This design comes from an exercise in tuning for small area on the open sky130 flow, not from production work. Only simulation tests tie the RTL to the original design; equivalence was not proved. Power figures rest on the tool's default switching activity, not on a simulated workload.

## build 16
## id_stage
module id_stage (
    input  logic        clk,
    input  logic        rst_n,
    input  logic [63:0] instructionFetchReg,
    input  logic        wbWriteEn,
    input  logic [4:0]  wbWriteReg,
    input  logic [31:0] wbWriteData,
    input  logic        exMemRegWrite,
    input  logic [4:0]  exMemWriteReg,
    output logic        branchResult,
    output logic [31:0] branchAddrs,
    output logic        regStall,
    output logic        muxStall,
    output logic [7:0]  idExCtrl,
    output logic [31:0] idExPc4,
    output logic [31:0] idExRsData,
    output logic [31:0] idExRtData,
    output logic [31:0] idExImm,
    output logic [4:0]  idExRt,
    output logic [4:0]  idExRd
);
clock: 9.0 ns
lec_check: 0
cap_margin: 0
core_margin: 2
core_utilization: 50
cts_buf_list: sky130_fd_sc_hd__clkbuf_16
cts_cluster_diameter: 80
cts_cluster_size: 25
gpl_timing_driven: 0
setup_slack_margin: 0.1
slew_margin: 0
synth_hierarchical: 1
standard.sh (not shown) runs the stock make flow with config.mk's settings and CLKGATE_MAP_FILE= SYNTH_SCRIPT=/design/flow/synth_recipe.tcl, a recipe that flattens the netlist after the stock synthesis.
==> flow/flow/run.sh <==
#!/bin/bash
# The standard layout with three changes: the port buffers are made from the smallest
# buffer cell instead of the one buffer_ports picks by default; the buffers that ABC put
# into the synthesised netlist are removed at floorplan; and before repair_design each
# high-fanout net gets one buf_4 (flow/prebuf.tcl). Make's full output goes to
# flow_make.log here; ORFS keeps each step's own log under orfs/logs/.
set -euo pipefail
bash standard.sh "BUFFER_PORTS_ARGS=-buffer_cell sky130_fd_sc_hd__buf_1" REMOVE_ABC_BUFFERS=1 \
  "PRE_RESIZE_TCL=$PWD/flow/prebuf.tcl" finish > flow_make.log 2>&1
==> flow/flow/prebuf.tcl <==
# Sourced by ORFS's resize step (PRE_RESIZE_TCL) just before repair_design: give each
# high-fanout signal net (the register file's one-hot selects, write enables and write
# data) one buf_4 at its driver, so that repair_design does not fix their slew with much
# larger buffers and upsized drivers.
set n 0
foreach net [get_nets *] {
  set drv [get_pins -of_objects $net -filter "direction==output"]
  if {[llength $drv] != 1} continue
  set loads [get_pins -of_objects $net -filter "direction==input"]
  if {[llength $loads] < 20} continue
  set dcell [get_property [get_cells -of_objects $drv] ref_name]
  if {[string match "*clkbuf*" $dcell] || [string match "*df*" $dcell]} continue
  insert_buffer -buffer_cell sky130_fd_sc_hd__buf_4 -net [get_property $net name]
  incr n
}
puts "prebuf.tcl: buffered $n high-fanout nets"
estimate_parasitics -placement
Build 16 finished end to end and its layout was clean on timing, DRC and antenna.
The following lists how build 87 was set up differently from build 16:
Settings: swapping 80 for 60 in CTS_CLUSTER_DIAMETER; swapping 25 for 20 in CTS_CLUSTER_SIZE.
### Flow results
| number of DRC markers after the initial detailed-route iteration | higher: build 87 |
Comparing build 16 and build 87, the lower total number of vias is on build 16.
Routing usage on met1 (build 87 over build 16): increase, 0.23 points
Build 87 vs build 16, slowest library cell on the worst path: buf_4 vs or3_1
Build 16 → build 87: fraction of power consumed by the clock network saw an increase; number of cells traversed by the worst register-to-register path saw little to no change; clock-buffer cell count saw an increase; setup slack after layout saw a decrease.
Edits applied to the flow inputs when going from build 87 to build 17:
Settings: CAP_MARGIN: 0 -> 15; SLEW_MARGIN: 0 -> 15; CTS_CLUSTER_SIZE: 20 -> 25; CTS_CLUSTER_DIAMETER: 60 -> 80.
Results
- Build 17: all stages complete, timing, DRC and antenna checks passed
- Sort build 17 and build 87 by sequential share of layout area desc -> top: build 17
- Compared with build 87, clock tree buffer count of the final layout in build 17 decreased by more than a quarter.
- Comparing build 17 against build 87, there is no change at all in number of buffers and inverters on the critical path.
- Compared with build 87, build 17 shows total routing resource utilization after global routing lower by 0.52 points.
- Relative to build 87, total length of routed met2 wires decreased by 960 microns in build 17.
- Going from build 87 to build 17, post-route minimum period shrinks by 0.076 ns.
- Fmax, build 17 and build 87: higher on build 17
- Build 17 against build 87: final area -about 3%; number of stages on the worst hold path ~0 delta; worst setup margin +0.076 ns; share of the final layout cell area in multi-input gates +1.3 points.
The inputs of build 82 differ from those of build 17 as listed below.
Settings: swapping 15 for 0 in SLEW_MARGIN; swapping 15 for 0 in CAP_MARGIN.
--- a/flow/flow/run.sh
+++ b/flow/flow/run.sh
@@ -4,3 +4,3 @@
 # into the synthesised netlist are removed at floorplan; and before repair_design each
-# high-fanout net gets one buf_4 (flow/prebuf.tcl). Make's full output goes to
+# high-fanout net gets one buf_2 (flow/prebuf.tcl). Make's full output goes to
 # flow_make.log here; ORFS keeps each step's own log under orfs/logs/.
--- a/flow/flow/prebuf.tcl
+++ b/flow/flow/prebuf.tcl
@@ -2,3 +2,3 @@
 # high-fanout signal net (the register file's one-hot selects, write enables and write
-# data) one buf_4 at its driver, so that repair_design does not fix their slew with much
+# data) one buf_2 at its driver, so that repair_design does not fix their slew with much
 # larger buffers and upsized drivers.
@@ -12,3 +12,3 @@
   if {[string match "*clkbuf*" $dcell] || [string match "*df*" $dcell]} continue
-  insert_buffer -buffer_cell sky130_fd_sc_hd__buf_4 -net [get_property $net name]
+  insert_buffer -buffer_cell sky130_fd_sc_hd__buf_2 -net [get_property $net name]
   incr n
--- outcome ---
Looking at the reports, build 82 completed the entire flow and the layout it produced met the timing, design-rule and antenna checks.
Part of the total power dissipated in the clock network for build 82: 0.4 points down relative to build 17
Between build 17 and build 82, hold slack is higher for build 17, build 82 comes in under that.
Re filler cell count in the final layout: build 17 and build 82 aren't equal, and the lower value belongs to build 17.
Build 82 against build 17: die area neither gained nor lost much, clock transition at the registers of the reported paths was more or less identical.

## re-timing with driven ports
The results above use ideal ports. As a check the final layouts listed here were re-extracted and re-timed, cells and wires unchanged. Step 1 (the two cells are an assumption about what drives the block):
set clk [get_ports {clk}]
set_driving_cell -lib_cell sky130_fd_sc_hd__clkbuf_16 $clk
set_driving_cell -lib_cell sky130_fd_sc_hd__buf_2 [delete_from_list [all_inputs] $clk]
Step 2, shift: input delay + t, output delay - t, t = (earliest + latest rising clock arrival at the registers) / 2. This alone moves slack from input paths to output paths. Three values: ideal, step 1, step 2; two values: the first two.
run	t, ns	setup WS [ns]	slew at the worst register clock pin (ns)
build 16	0.776	0.259 / 0.168 / 0.168	0.11 / 0.11
build 87	0.765	0.218 / 0.123 / 0.123	0.09 / 0.09
build 17	0.768	0.294 / 0.164 / 0.164	0.11 / 0.11
build 82	0.782	0.207 / 0.099 / 0.099	0.11 / 0.11
After both steps setup and hold are still met in every run listed. The setup slack of build 17, which loses most, moves by -0.130 ns with the drivers and by -0.130 ns with both steps.
